This design comes from an exercise in tuning for small area and a short achievable clock period on the open sky130 flow, not from production work.
In this exercise RTL edits were held to simulation tests only and were not proved equivalent to the original.
Power and IR drop assume default switching activity.

==> v2: inputs <==
==> flow/design.v (excerpt) <==
module shared_ram_arbiter #(
    parameter int WIDTH      = 12,
    parameter int DEPTH      = 256,
    parameter int ADDR_WIDTH = $clog2(DEPTH),
    parameter int N_PORTS    = 4
) (
    input  logic                          clk,
    input  logic                          rst,
    input  logic [N_PORTS-1:0]            req,
    input  logic [N_PORTS-1:0]            wrEn,
    input  logic [N_PORTS*ADDR_WIDTH-1:0] addr,
    input  logic [N_PORTS*WIDTH-1:0]      dataIn,
    input  logic                          clrStart,
    output logic [N_PORTS-1:0]            grant,
    output logic [N_PORTS-1:0]            rdValid,
    output logic [WIDTH-1:0]              dataOut,
    output logic                          clrBusy
);
==> module shared_ram_arbiter, before the edit <==
module shared_ram_arbiter #(
    parameter int WIDTH      = 12,
    parameter int DEPTH      = 256,
    parameter int ADDR_WIDTH = $clog2(DEPTH),
    parameter int N_PORTS    = 4
) (
    input  logic                          clk,
    input  logic                          rst,
    input  logic [N_PORTS-1:0]            req,
    input  logic [N_PORTS-1:0]            wrEn,
    input  logic [N_PORTS*ADDR_WIDTH-1:0] addr,
    input  logic [N_PORTS*WIDTH-1:0]      dataIn,
    input  logic                          clrStart,
    output logic [N_PORTS-1:0]            grant,
    output logic [N_PORTS-1:0]            rdValid,
    output logic [WIDTH-1:0]              dataOut,
    output logic                          clrBusy
);
    localparam int PTR_W = $clog2(N_PORTS);
    typedef enum logic {
        IDLE  = 1'b0,
        CLEAR = 1'b1
    } state_e;
    state_e                  state_q, state_d;
    logic [ADDR_WIDTH-1:0]   cnt_q, cnt_d;
    logic [PTR_W-1:0]        last_q, last_d;
    logic [N_PORTS-1:0]      rd_valid_q, rd_valid_d;
    logic [WIDTH-1:0]        data_out_q, data_out_d;
    logic                    clr_busy_q, clr_busy_d;
    logic [WIDTH-1:0]        mem_q [DEPTH];
    logic                    gnt_any;
    logic [PTR_W-1:0]        gnt_idx;
    logic [ADDR_WIDTH-1:0]   sel_addr;
    logic [WIDTH-1:0]        sel_data;
    logic                    sel_wr;
    always_comb begin
        int cand;
        cand    = 0;
        gnt_any = 1'b0;
        gnt_idx = '0;
        if (state_q == IDLE && !clrStart && !rst) begin
            for (int k = 1; k <= N_PORTS; k++) begin
                cand = (int'(last_q) + k) % N_PORTS;
                if (!gnt_any && req[cand]) begin
                    gnt_any = 1'b1;
                    gnt_idx = PTR_W'(cand);
                end
            end
        end
    end
    assign grant    = gnt_any ? (N_PORTS'(1) << gnt_idx) : '0;
    assign sel_addr = addr[gnt_idx*ADDR_WIDTH +: ADDR_WIDTH];
    assign sel_data = dataIn[gnt_idx*WIDTH +: WIDTH];
    assign sel_wr   = wrEn[gnt_idx];
    always_comb begin
        state_d    = state_q;
        cnt_d      = cnt_q;
        last_d     = last_q;
        rd_valid_d = '0;
        data_out_d = data_out_q;
        clr_busy_d = clr_busy_q;
        unique case (state_q)
            IDLE: begin
                if (clrStart) begin
                    state_d    = CLEAR;
                    cnt_d      = '0;
                    clr_busy_d = 1'b1;
                end else if (gnt_any) begin
                    last_d = gnt_idx;
                    if (!sel_wr) begin
                        rd_valid_d = grant;
                        data_out_d = mem_q[sel_addr];
                    end
                end
            end
            CLEAR: begin
                if (cnt_q == ADDR_WIDTH'(DEPTH - 1)) begin
                    state_d    = IDLE;
                    cnt_d      = '0;
                    clr_busy_d = 1'b0;
                end else begin
                    cnt_d = cnt_q + ADDR_WIDTH'(1);
                end
            end
        endcase
    end
    always_ff @(posedge clk or posedge rst) begin
        if (rst) begin
            state_q    <= IDLE;
            cnt_q      <= '0;
            last_q     <= PTR_W'(N_PORTS - 1);
            rd_valid_q <= '0;
            data_out_q <= '0;
            clr_busy_q <= 1'b0;
        end else begin
            state_q    <= state_d;
            cnt_q      <= cnt_d;
            last_q     <= last_d;
            rd_valid_q <= rd_valid_d;
            data_out_q <= data_out_d;
            clr_busy_q <= clr_busy_d;
        end
    end
    always_ff @(posedge clk) begin
        if (state_q == CLEAR) begin
            mem_q[cnt_q] <= '0;
        end else if (gnt_any && sel_wr) begin
            mem_q[sel_addr] <= sel_data;
        end
    end
    assign rdValid = rd_valid_q;
    assign dataOut = data_out_q;
    assign clrBusy = clr_busy_q;
endmodule
==> flow/config.mk <==
export PLATFORM = sky130hd
export DESIGN_NAME = shared_ram_arbiter
export DESIGN_NICKNAME = shared_ram_arbiter
export VERILOG_FILES = /design/flow/design.v
export SDC_FILE = /design/flow/constraint.sdc
export NUM_CORES = 4
export LEC_CHECK = 0
export CAP_MARGIN = 20
export CORE_MARGIN = 2
export CORE_UTILIZATION = 40
export SETUP_SLACK_MARGIN = 0.2
export SLEW_MARGIN = 20
==> flow/constraint.sdc <==
create_clock -name core_clock -period 7.0 [get_ports {clk}]
set_input_delay 1.4000 -clock core_clock [delete_from_list [all_inputs] [get_ports {clk}]]
set_output_delay 1.4000 -clock core_clock [all_outputs]
set_load 0.01 [all_outputs]
run.sh (not shown) runs the stock make flow with config.mk's settings and CLKGATE_MAP_FILE= SYNTH_SCRIPT=/design/flow/synth_recipe.tcl, a recipe that flattens the netlist after the stock synthesis.
==> v8 (differences from v2) <==
==> flow/design.v (replaced) <==
module shared_ram_arbiter #(
    parameter int WIDTH      = 12,
    parameter int DEPTH      = 256,
    parameter int ADDR_WIDTH = $clog2(DEPTH),
    parameter int N_PORTS    = 4
) (
    input  logic                          clk,
    input  logic                          rst,
    input  logic [N_PORTS-1:0]            req,
    input  logic [N_PORTS-1:0]            wrEn,
    input  logic [N_PORTS*ADDR_WIDTH-1:0] addr,
    input  logic [N_PORTS*WIDTH-1:0]      dataIn,
    input  logic                          clrStart,
    output logic [N_PORTS-1:0]            grant,
    output logic [N_PORTS-1:0]            rdValid,
    output logic [WIDTH-1:0]              dataOut,
    output logic                          clrBusy
);
    localparam int PTR_W = $clog2(N_PORTS);
    localparam int LO = 16, HI = DEPTH/16;
    logic [PTR_W-1:0]      last_q;
    logic                  clr_busy_q;
    logic [ADDR_WIDTH-1:0] cnt_q;
    logic [N_PORTS-1:0]    rd_valid_q;
    logic [WIDTH-1:0]      data_out_q;
    logic [DEPTH*WIDTH-1:0] mem_q;
    logic                  gnt_any;
    logic [PTR_W-1:0]      gnt_idx;
    logic [ADDR_WIDTH-1:0] sel_addr;
    logic [WIDTH-1:0]      sel_data;
    logic                  sel_wr, sel_rd;
    always_comb begin
        int cand;
        cand    = 0;
        gnt_any = 1'b0;
        gnt_idx = '0;
        if (!clr_busy_q && !clrStart && !rst) begin
            for (int k = 1; k <= N_PORTS; k++) begin
                cand = (int'(last_q) + k) % N_PORTS;
                if (!gnt_any && req[cand]) begin
                    gnt_any = 1'b1;
                    gnt_idx = PTR_W'(cand);
                end
            end
        end
    end
    assign grant = gnt_any ? (N_PORTS'(1) << gnt_idx) : '0;
    always_comb begin
        sel_addr = '0; sel_data = '0; sel_wr = 1'b0; sel_rd = 1'b0;
        for (int i = 0; i < N_PORTS; i++) begin
            sel_addr = sel_addr | (addr[i*ADDR_WIDTH +: ADDR_WIDTH] & {ADDR_WIDTH{grant[i]}});
            sel_data = sel_data | (dataIn[i*WIDTH +: WIDTH] & {WIDTH{grant[i]}});
            sel_wr   = sel_wr | (grant[i] & wrEn[i]);
            sel_rd   = sel_rd | (grant[i] & !wrEn[i]);
        end
    end
    logic [ADDR_WIDTH-1:0] w_addr;
    logic                  w_en;
    logic [WIDTH-1:0]      w_data;
    assign w_addr = clr_busy_q ? cnt_q : sel_addr;
    assign w_en   = clr_busy_q | sel_wr;
    assign w_data = sel_data;    
    logic [LO-1:0] rlo;
    logic [HI-1:0] rhi;
    always_comb for (int i = 0; i < LO; i++) rlo[i] = sel_addr[3:0] == 4'(i);
    always_comb for (int i = 0; i < HI; i++) rhi[i] = sel_addr[7:4] == 4'(i);
    logic [WIDTH-1:0] rd_word;
    always_comb begin
        logic [WIDTH-1:0] g;
        rd_word = '0;
        for (int h = 0; h < HI; h++) begin
            g = '0;
            for (int l = 0; l < LO; l++) g = g | (mem_q[(h*LO+l)*WIDTH +: WIDTH] & {WIDTH{rlo[l]}});
            rd_word = rd_word | (g & {WIDTH{rhi[h]}});
        end
    end
    always_ff @(posedge clk or posedge rst) begin
        if (rst) begin
            last_q     <= PTR_W'(N_PORTS - 1);
            clr_busy_q <= 1'b0;
            cnt_q      <= '0;
            rd_valid_q <= '0;
            data_out_q <= '0;
        end else begin
            if (gnt_any) last_q <= gnt_idx;
            if (clr_busy_q) begin
                cnt_q <= cnt_q + ADDR_WIDTH'(1);
                if (cnt_q == ADDR_WIDTH'(DEPTH - 1)) clr_busy_q <= 1'b0;
            end else if (clrStart) begin
                clr_busy_q <= 1'b1;
                cnt_q      <= '0;
            end
            rd_valid_q <= grant & ~wrEn;
            if (sel_rd) data_out_q <= rd_word;
        end
    end
    always_ff @(posedge clk)
        for (int k = 0; k < DEPTH; k++)
            if (w_en && w_addr == ADDR_WIDTH'(k)) mem_q[k*WIDTH +: WIDTH] <= w_data;
    assign rdValid = rd_valid_q;
    assign dataOut = data_out_q;
    assign clrBusy = clr_busy_q;
endmodule
==> results.cfg <==
[cells_and_area]
final_cell_mix = edfxtp_1 (3,072), nand2_1 (2,111), nand3_1 (665), buf_4 (575), clkbuf_16 (323)
fin_nets = 9082
design.seq.count = 3100

[power]
p_clk_mw = 17.1
power-per-cell-area_mw_per_mm2 = 281.1

[route]
drtIter0Drc = 11578
wl_met3_microns = 45640

[yosys]
post_synth_most_frequent_cells = edfxtp_1 (3,072), nand2_1 (2,111), nand3_1 (665)
synth_top_area_share_pct = 74.65

[global_route]
grt_pass1_wl_microns = 559100
track_usage_pct = 24.55

[run_status]
status = complete, no violations
Source of the figures above: v2

==> results.cfg <==
[run_status]
status = complete, no violations

[yosys]
synth_top_area_share_pct = 79.61

[power]
power-per-cell-area_mw_per_mm2 = 282.6
p_clk_mw = 16.8

[global_route]
grt_pass1_wl_microns = 646000

[route]
drtIter0Drc = 15281

[cells_and_area]
fin_nets = 7561
Source of the figures above: v8

## afterwards: timing with drivers on the ports
How much do the figures lean on ideal ports? The routed layouts below were timed once more, with nothing changed but the port constraints. Step 1 assumes that a clkbuf_16 drives the clock port and a buf_2 every other input. Step 2 moves the port delays by t, midway between the first and last clock arrival at a register: inputs arrive t later, outputs are due t later. That takes back most of the time a late clock gives input paths. Three values: ideal, step 1, step 2; two values: the first two.
run	shift t [ns]	slack for setup (ns)	latest minus earliest clock arrival (ns)	slew at the worst register clock pin (ns)	pins driven straight from the clock port
v2	1.030	0.668 / 0.750 / -0.280	0.072 / 0.071	0.07 / 0.07	1
v8	1.002	0.377 / 0.457 / -0.545	0.099 / 0.099	0.07 / 0.07	1
Met with ideal ports but missed after step 2: setup timing in v2 and v8. For v2, which loses most, drivers alone change the setup slack by +0.082 ns; drivers and shift together by -0.948 ns.
